Context: an optimization exercise on an open-source flow, tuned for a short achievable clock period and few clock cycles per item. The choices shown serve that exercise and are no tape-out recipe.
In this exercise RTL edits were held to simulation tests only and were not proved equivalent to the original.
Power and IR drop assume default switching activity.

== the reference run ==
==> flow/design.v <==
`timescale 1ns/10ps
`default_nettype none
module xbus_filter_cache #(
    parameter int NB = 2
) (
    input  logic              clk,
    input  logic              arst_n,
    input  logic [65:0]       in_pkt,
    input  logic [7:0]        pad_value,
    input  logic [NB-1:0]     release_bank,
    output logic [NB*9-1:0]   set_rdy,
    output logic [NB*144-1:0] data,
    output logic              prog_full
);
    localparam int NK = 9;
    localparam int NS = NB * NK;
    localparam int Q = 4;
    localparam logic [1:0] TAG_HEAD = 2'd1;
    logic [80:0]   h_word1h;
    logic [17:0]   h_lane;
    logic [8:0]    h_inimg;
    logic [8:0]    inimg;
    logic          head_q;
    logic          in_vld;
    logic          in_head;
    logic          inwin;
    logic [3:0]    nbody;
    logic          at7;
    logic          at8;
    logic          na_busy;
    logic [NB-1:0] na;
    logic [NB-1:0] cb;
    logic [NB-1:0] busy;
    logic [8:0]    pk1h [0:NK-1];
    logic [1:0]    lane_r [0:NK-1];
    logic [15:0]   lane_vec [0:NK-1];
    logic [NS-1:0] fill;
    logic [NS-1:0] clear;
    xbus_filter_cmd_gen xbus_filter_cmd_gen_inst (
        .win_x  (in_pkt[15:0]),
        .win_y  (in_pkt[31:16]),
        .word1h (h_word1h),
        .lane   (h_lane),
        .inimg (h_inimg)
    );
    assign in_vld = in_pkt[65:64] != 2'd0;
    assign in_head = !inwin && in_pkt[65:64] == TAG_HEAD;
    assign at7 = inwin && nbody == 4'd7;
    assign at8 = inwin && nbody == 4'd8;
    assign na_busy = |(busy & na);
    always_ff @(posedge clk or negedge arst_n) begin
        if (!arst_n) begin
            inwin <= 1'b0;
            nbody <= '0;
            na <= NB'(1);
            cb <= '0;
            prog_full <= 1'b0;
            head_q <= 1'b0;
            for (int k = 0; k < NK; k++) begin
                pk1h[k] <= '0;
            end
        end else begin
            if (!inwin) begin
                for (int k = 0; k < NK; k++) begin
                    pk1h[k] <= h_word1h[k*9 +: 9];
                end
            end else if (in_vld) begin
                for (int k = 0; k < NK; k++) begin
                    pk1h[k] <= pk1h[k] >> 1;
                end
            end
            head_q <= in_head;
            if (in_head) begin
                inwin <= 1'b1;
                nbody <= '0;
                na <= {na[NB-2:0], na[NB-1]};
                cb <= na;
            end else if (inwin && in_vld) begin
                nbody <= nbody + 4'd1;
                if (at8) inwin <= 1'b0;
            end
            prog_full <= na_busy
                && ((!inwin && !in_head) || at8 || (at7 && in_vld));
        end
    end
    always_ff @(posedge clk) begin
        if (!inwin) begin
            for (int k = 0; k < NK; k++) begin
                lane_r[k] <= h_lane[k*2 +: 2];
            end
            inimg <= h_inimg;
        end
    end
    always_comb begin
        for (int k = 0; k < NK; k++) begin
            lane_vec[k] = {in_pkt[(Q + lane_r[k]) * 8 +: 8], in_pkt[lane_r[k] * 8 +: 8]};
        end
        for (int b = 0; b < NB; b++) begin
            for (int k = 0; k < NK; k++) begin
                fill[b*NK+k] = inwin ? (cb[b] && inimg[k] && pk1h[k][0])
                                     : (na[b] && !busy[b]);
                set_rdy[b*NK+k] = cb[b] && (inimg[k] ? (inwin && in_vld && pk1h[k][0])
                                                      : head_q);
            end
        end
    end
    always_ff @(posedge clk) begin
        for (int i = 0; i < NS; i++) begin
            if (fill[i]) begin
                data[i*16 +: 16] <= inwin ? lane_vec[i % NK] : {pad_value, pad_value};
            end
        end
    end
    always_ff @(posedge clk or negedge arst_n) begin
        if (!arst_n) begin
            busy <= '0;
        end else begin
            for (int b = 0; b < NB; b++) begin
                if (in_head && na[b]) begin
                    busy[b] <= 1'b1;
                end else if (release_bank[b]) begin
                    busy[b] <= 1'b0;
                end
            end
        end
    end
endmodule
`default_nettype wire
`timescale 1ns/10ps
`default_nettype none
module xbus_filter_cmd_gen (
    input  logic [15:0] win_x,
    input  logic [15:0] win_y,
    output logic [8:0]  inimg,
    output logic [80:0] word1h,
    output logic [17:0] lane
);
    localparam int IMG_H = 6;
    localparam int IMG_W = 6;
    localparam int PAD_U = 1;
    localparam int PAD_L = 1;
    logic [2:0] row_ok;
    logic [2:0] col_ok;
    logic [IMG_H-1:0] row1h [0:2];
    logic [IMG_W-1:0] col1h [0:2];
    always_comb begin
        for (int i = 0; i < 3; i++) begin
            row_ok[i] = 1'b0;
            col_ok[i] = 1'b0;
            for (int r = 0; r < IMG_H; r++) begin
                row_ok[i] = row_ok[i] || win_y == 16'(r + PAD_U - i);
                row1h[i][r] = win_y[2:0] == 3'(r + PAD_U - i);
            end
            for (int c = 0; c < IMG_W; c++) begin
                col_ok[i] = col_ok[i] || win_x == 16'(c + PAD_L - i);
                col1h[i][c] = win_x[2:0] == 3'(c + PAD_L - i);
            end
        end
        for (int kh = 0; kh < 3; kh++) begin
            for (int kw = 0; kw < 3; kw++) begin
                logic       row0;
                logic [1:0] col2;
                row0 = (kh == 1) ? win_y[0] : !win_y[0];
                case (kw)
                    0: col2 = {win_x[1] ~^ win_x[0], !win_x[0]};
                    1: col2 = win_x[1:0];
                    default: col2 = {win_x[1] ^ win_x[0], !win_x[0]};
                endcase
                inimg[kh*3+kw] = row_ok[kh] && col_ok[kw];
                lane[(kh*3+kw)*2 +: 2] = {row0 ^ col2[1], col2[0]};
                for (int j = 0; j < 9; j++) begin
                    logic hit;
                    hit = 1'b0;
                    for (int r = 0; r < IMG_H; r++) begin
                        for (int c = 0; c < IMG_W; c++) begin
                            if ((r * IMG_W + c) / 4 == j) begin
                                hit = hit || (row1h[kh][r] && col1h[kw][c]);
                            end
                        end
                    end
                    word1h[(kh*3+kw)*9+j] = hit;
                end
            end
        end
    end
endmodule
`default_nettype wire
`timescale 1ns/10ps
`default_nettype none
module xbus_filter_exec #(
    parameter int NB = 2
) (
    input  logic              clk,
    input  logic              arst_n,
    input  logic [NB*9-1:0]   set_rdy,
    input  logic [NB*144-1:0] data,
    output logic [NB-1:0]     release_bank,
    output logic              vec_wr_en,
    output logic [15:0]       vec_din,
    input  logic              vec_full
);
    localparam int NK = 9;
    localparam int NS = NB * NK;
    logic [NS-1:0] rdy;
    logic [NS-1:0] sel;
    logic [NS-1:0] sel_next;
    logic [NS-1:0] rdy_next;
    logic [NS-1:0] go;
    logic          vf_q;
    logic          issue;
    logic [15:0]   rd_data;
    assign issue = |go && !vf_q;
    assign sel_next = issue ? {sel[NS-2:0], sel[NS-1]} : sel;
    assign rdy_next = set_rdy | (rdy & ~(go & {NS{!vf_q}}));
    always_comb begin
        for (int b = 0; b < NB; b++) begin
            release_bank[b] = issue && sel[b*NK+NK-1];
        end
        rd_data = '0;
        for (int i = 0; i < NS; i++) begin
            rd_data = rd_data | (data[i*16 +: 16] & {16{sel[i]}});
        end
    end
    always_ff @(posedge clk or negedge arst_n) begin
        if (!arst_n) begin
            sel <= NS'(1);
            rdy <= '0;
            go <= '0;
            vf_q <= 1'b1;
            vec_wr_en <= 1'b0;
        end else begin
            vf_q <= vec_full;
            sel <= sel_next;
            rdy <= rdy_next;
            go <= sel_next & rdy_next;
            vec_wr_en <= issue;
        end
    end
    always_ff @(posedge clk) begin
        vec_din <= rd_data;
    end
endmodule
`default_nettype wire
`timescale 1ns/10ps
`default_nettype none
module xbus_filter (
    input  logic        clk,
    input  logic        arst_n,
    input  logic [65:0] in_pkt,
    input  logic [7:0]  pad_value,
    output logic        vec_wr_en,
    output logic [15:0] vec_din,
    input  logic        vec_full,
    output logic        cache_full
);
    localparam int NB = 2;
    logic [NB*9-1:0] set_rdy;
    logic [NB*144-1:0] data;
    logic [NB-1:0]   release_bank;
    xbus_filter_cache #(.NB(NB)) xbus_filter_cache_inst (
        .clk          (clk),
        .arst_n       (arst_n),
        .in_pkt       (in_pkt),
        .pad_value    (pad_value),
        .release_bank (release_bank),
        .set_rdy      (set_rdy),
        .data         (data),
        .prog_full    (cache_full)
    );
    xbus_filter_exec #(.NB(NB)) xbus_filter_exec_inst (
        .clk          (clk),
        .arst_n       (arst_n),
        .set_rdy      (set_rdy),
        .data         (data),
        .release_bank (release_bank),
        .vec_wr_en    (vec_wr_en),
        .vec_din      (vec_din),
        .vec_full     (vec_full)
    );
endmodule
`default_nettype wire
==> flow/config.mk <==
export PLATFORM = sky130hd
export DESIGN_NAME = xbus_filter
export DESIGN_NICKNAME = xbus_filter
export VERILOG_FILES = /design/flow/design.v
export SDC_FILE = /design/flow/constraint.sdc
export NUM_CORES = 4
export LEC_CHECK = 0
export CAP_MARGIN = 20
export CORE_MARGIN = 2
export CORE_UTILIZATION = 55
export SETUP_SLACK_MARGIN = 2.8
export SLEW_MARGIN = 20
export TNS_END_PERCENT = 20
==> flow/constraint.sdc <==
create_clock -name core_clock -period 4.5 [get_ports {clk}]
set_input_delay 0.9000 -clock core_clock [delete_from_list [all_inputs] [get_ports {clk}]]
set_output_delay 0.9000 -clock core_clock [all_outputs]
set_load 0.01 [all_outputs]
run.sh (not shown) runs the stock make flow with config.mk's settings and CLKGATE_MAP_FILE= SYNTH_SCRIPT=/design/flow/synth_recipe.tcl, a recipe that flattens the netlist after the stock synthesis.
The reference run closes out successfully: all stages finished, all timing, DRC and antenna checks passed.
Testbench counts of the reference run, summed over its fixed seeds: cycles 3,894, windows 384.
Inputs modified between the reference run and the trial run:
-- flow/design.v --
<<< the reference run, line 8
    input  logic [65:0]       in_pkt,
    input  logic [7:0]        pad_value,
    input  logic [NB-1:0]     release_bank,
    output logic [NB*9-1:0]   set_rdy,
    output logic [NB*144-1:0] data,
    output logic              prog_full
>>> the trial run, line 8
    input  logic [65:0]       in_pkt,
    input  logic [7:0]        pad_value,
    input  logic [NB*9-1:0]   take,
    input  logic [NB-1:0]     release_bank,
    output logic [NB*9-1:0]   rdy,
    output logic [NB*144-1:0] data,
    output logic              prog_full
<<< the reference run, line 37
    logic [NS-1:0] fill;
    logic [NS-1:0] clear;
    xbus_filter_cmd_gen xbus_filter_cmd_gen_inst (
        .win_x  (in_pkt[15:0]),
>>> the trial run, line 38
    logic [NS-1:0] fill;
    logic [NS-1:0] clear;
    logic [NS-1:0] set_rdy;
    xbus_filter_cmd_gen xbus_filter_cmd_gen_inst (
        .win_x  (in_pkt[15:0]),
<<< the reference run, line 114
    always_ff @(posedge clk or negedge arst_n) begin
        if (!arst_n) begin
            busy <= '0;
        end else begin
            for (int b = 0; b < NB; b++) begin
                if (in_head && na[b]) begin
>>> the trial run, line 116
    always_ff @(posedge clk or negedge arst_n) begin
        if (!arst_n) begin
            rdy <= '0;
            busy <= '0;
        end else begin
            rdy <= set_rdy | (rdy & ~take);
            for (int b = 0; b < NB; b++) begin
                if (in_head && na[b]) begin
<<< the reference run, line 191
    parameter int NB = 2
) (
    input  logic              clk,
    input  logic              arst_n,
    input  logic [NB*9-1:0]   set_rdy,
    input  logic [NB*144-1:0] data,
    output logic [NB-1:0]     release_bank,
    output logic              vec_wr_en,
    output logic [15:0]       vec_din,
    input  logic              vec_full
);
    localparam int NK = 9;
    localparam int NS = NB * NK;
    logic [NS-1:0] rdy;
    logic [NS-1:0] sel;
    logic [NS-1:0] sel_next;
    logic [NS-1:0] rdy_next;
    logic [NS-1:0] go;
    logic          vf_q;
    logic          issue;
    logic [15:0]   rd_data;
    assign issue = |go && !vf_q;
    assign sel_next = issue ? {sel[NS-2:0], sel[NS-1]} : sel;
    assign rdy_next = set_rdy | (rdy & ~(go & {NS{!vf_q}}));
    always_comb begin
        for (int b = 0; b < NB; b++) begin
>>> the trial run, line 195
    parameter int NB = 2
) (
    input  logic             clk,
    input  logic             arst_n,
    input  logic [NB*9-1:0]  rdy,
    input  logic [NB*144-1:0] data,
    output logic [NB*9-1:0]  take,
    output logic [NB-1:0]    release_bank,
    output logic             vec_wr_en,
    output logic [15:0]      vec_din,
    input  logic             vec_full
);
    localparam int NK = 9;
    localparam int NS = NB * NK;
    logic [NS-1:0] sel;
    logic          vf_q;
    logic          issue;
    logic [15:0]   rd_data;
    assign take = vf_q ? '0 : sel;
    assign issue = |(take & rdy);
    always_comb begin
        for (int b = 0; b < NB; b++) begin
<<< the reference run, line 225
        if (!arst_n) begin
            sel <= NS'(1);
            rdy <= '0;
            go <= '0;
            vf_q <= 1'b1;
            vec_wr_en <= 1'b0;
        end else begin
            vf_q <= vec_full;
            sel <= sel_next;
            rdy <= rdy_next;
            go <= sel_next & rdy_next;
            vec_wr_en <= issue;
        end
>>> the trial run, line 225
        if (!arst_n) begin
            sel <= NS'(1);
            vf_q <= 1'b1;
            vec_wr_en <= 1'b0;
        end else begin
            vf_q <= vec_full;
            if (issue) begin
                sel <= {sel[NS-2:0], sel[NS-1]};
            end
            vec_wr_en <= issue;
        end
<<< the reference run, line 255
);
    localparam int NB = 2;
    logic [NB*9-1:0] set_rdy;
    logic [NB*144-1:0] data;
    logic [NB-1:0]   release_bank;
    xbus_filter_cache #(.NB(NB)) xbus_filter_cache_inst (
>>> the trial run, line 253
);
    localparam int NB = 2;
    logic [NB*9-1:0] rdy;
    logic [NB*144-1:0] data;
    logic [NB*9-1:0] take;
    logic [NB-1:0]   release_bank;
    xbus_filter_cache #(.NB(NB)) xbus_filter_cache_inst (
<<< the reference run, line 263
        .in_pkt       (in_pkt),
        .pad_value    (pad_value),
        .release_bank (release_bank),
        .set_rdy      (set_rdy),
        .data         (data),
        .prog_full    (cache_full)
>>> the trial run, line 262
        .in_pkt       (in_pkt),
        .pad_value    (pad_value),
        .take         (take),
        .release_bank (release_bank),
        .rdy          (rdy),
        .data         (data),
        .prog_full    (cache_full)
<<< the reference run, line 271
        .clk          (clk),
        .arst_n       (arst_n),
        .set_rdy      (set_rdy),
        .data         (data),
        .release_bank (release_bank),
        .vec_wr_en    (vec_wr_en),
>>> the trial run, line 271
        .clk          (clk),
        .arst_n       (arst_n),
        .rdy          (rdy),
        .data         (data),
        .take         (take),
        .release_bank (release_bank),
        .vec_wr_en    (vec_wr_en),
[summary]
- The reference run | stages: all done | timing, DRC, antenna: all pass
- The trial run | status: complete | timing, DRC, antenna: pass
- [the trial run vs the reference run] die area: lower in the trial run
- Cmp the reference run and the trial run / worst IR drop on VDD / higher: the trial run
- For the final critical-path required period, the trial run came in 37 ps lower than the reference run did.
- Against the reference run, the trial run reports a met3 capacity usage during global routing that is lower.
- The lower total via count after detailed routing came out of the trial run.
- On global-route wire length before repair, the reference run beats the trial run.
- The trial run vs. the reference run: non-clock buffer count saw a decrease, overall die height lost 3.7 um.
- The lower number of multi-input combinational cells in the layout came out of the trial run.
- The trial run vs. the reference run: number of unique standard cell types used by synthesis increased by about 3% relative to the old numbers, synthesis-to-layout area growth decreased by 0.44 points relative to the old numbers, share of cells above drive strength 1 decreased by 1.5 points relative to the old numbers.
Testbench counts of the trial run, summed over its fixed seeds: cycles 3,894, windows 384.

-- re-timing with driven ports --
No port has a modelled driver above. Below, the same layouts with a new extraction and two added sets of constraints. Step 1 (the two cells are an assumption about what drives the block):
set clk [get_ports {clk}]
set_driving_cell -lib_cell sky130_fd_sc_hd__clkbuf_16 $clk
set_driving_cell -lib_cell sky130_fd_sc_hd__buf_2 [delete_from_list [all_inputs] $clk]
Step 2 adds t to the input delays and takes it off the output delays; t is the mean of the earliest and latest rising clock arrival at the registers after step 1. Input paths then give back, and output paths get back, about the clock's delay inside the block. a / b / c = ideal ports / drivers / drivers and shift; a / b = the first two.
run | t (ns) | setup slack, ns | cell pins on the clock port's net
the reference run | 0.649 | 2.499 / 2.441 / 1.951 | 1
the trial run | 0.615 | 2.537 / 2.481 / 2.010 | 1
After both steps every run listed still meets setup and hold. For the reference run, which loses most, drivers alone change the setup slack by -0.058 ns; drivers and shift together by -0.548 ns.
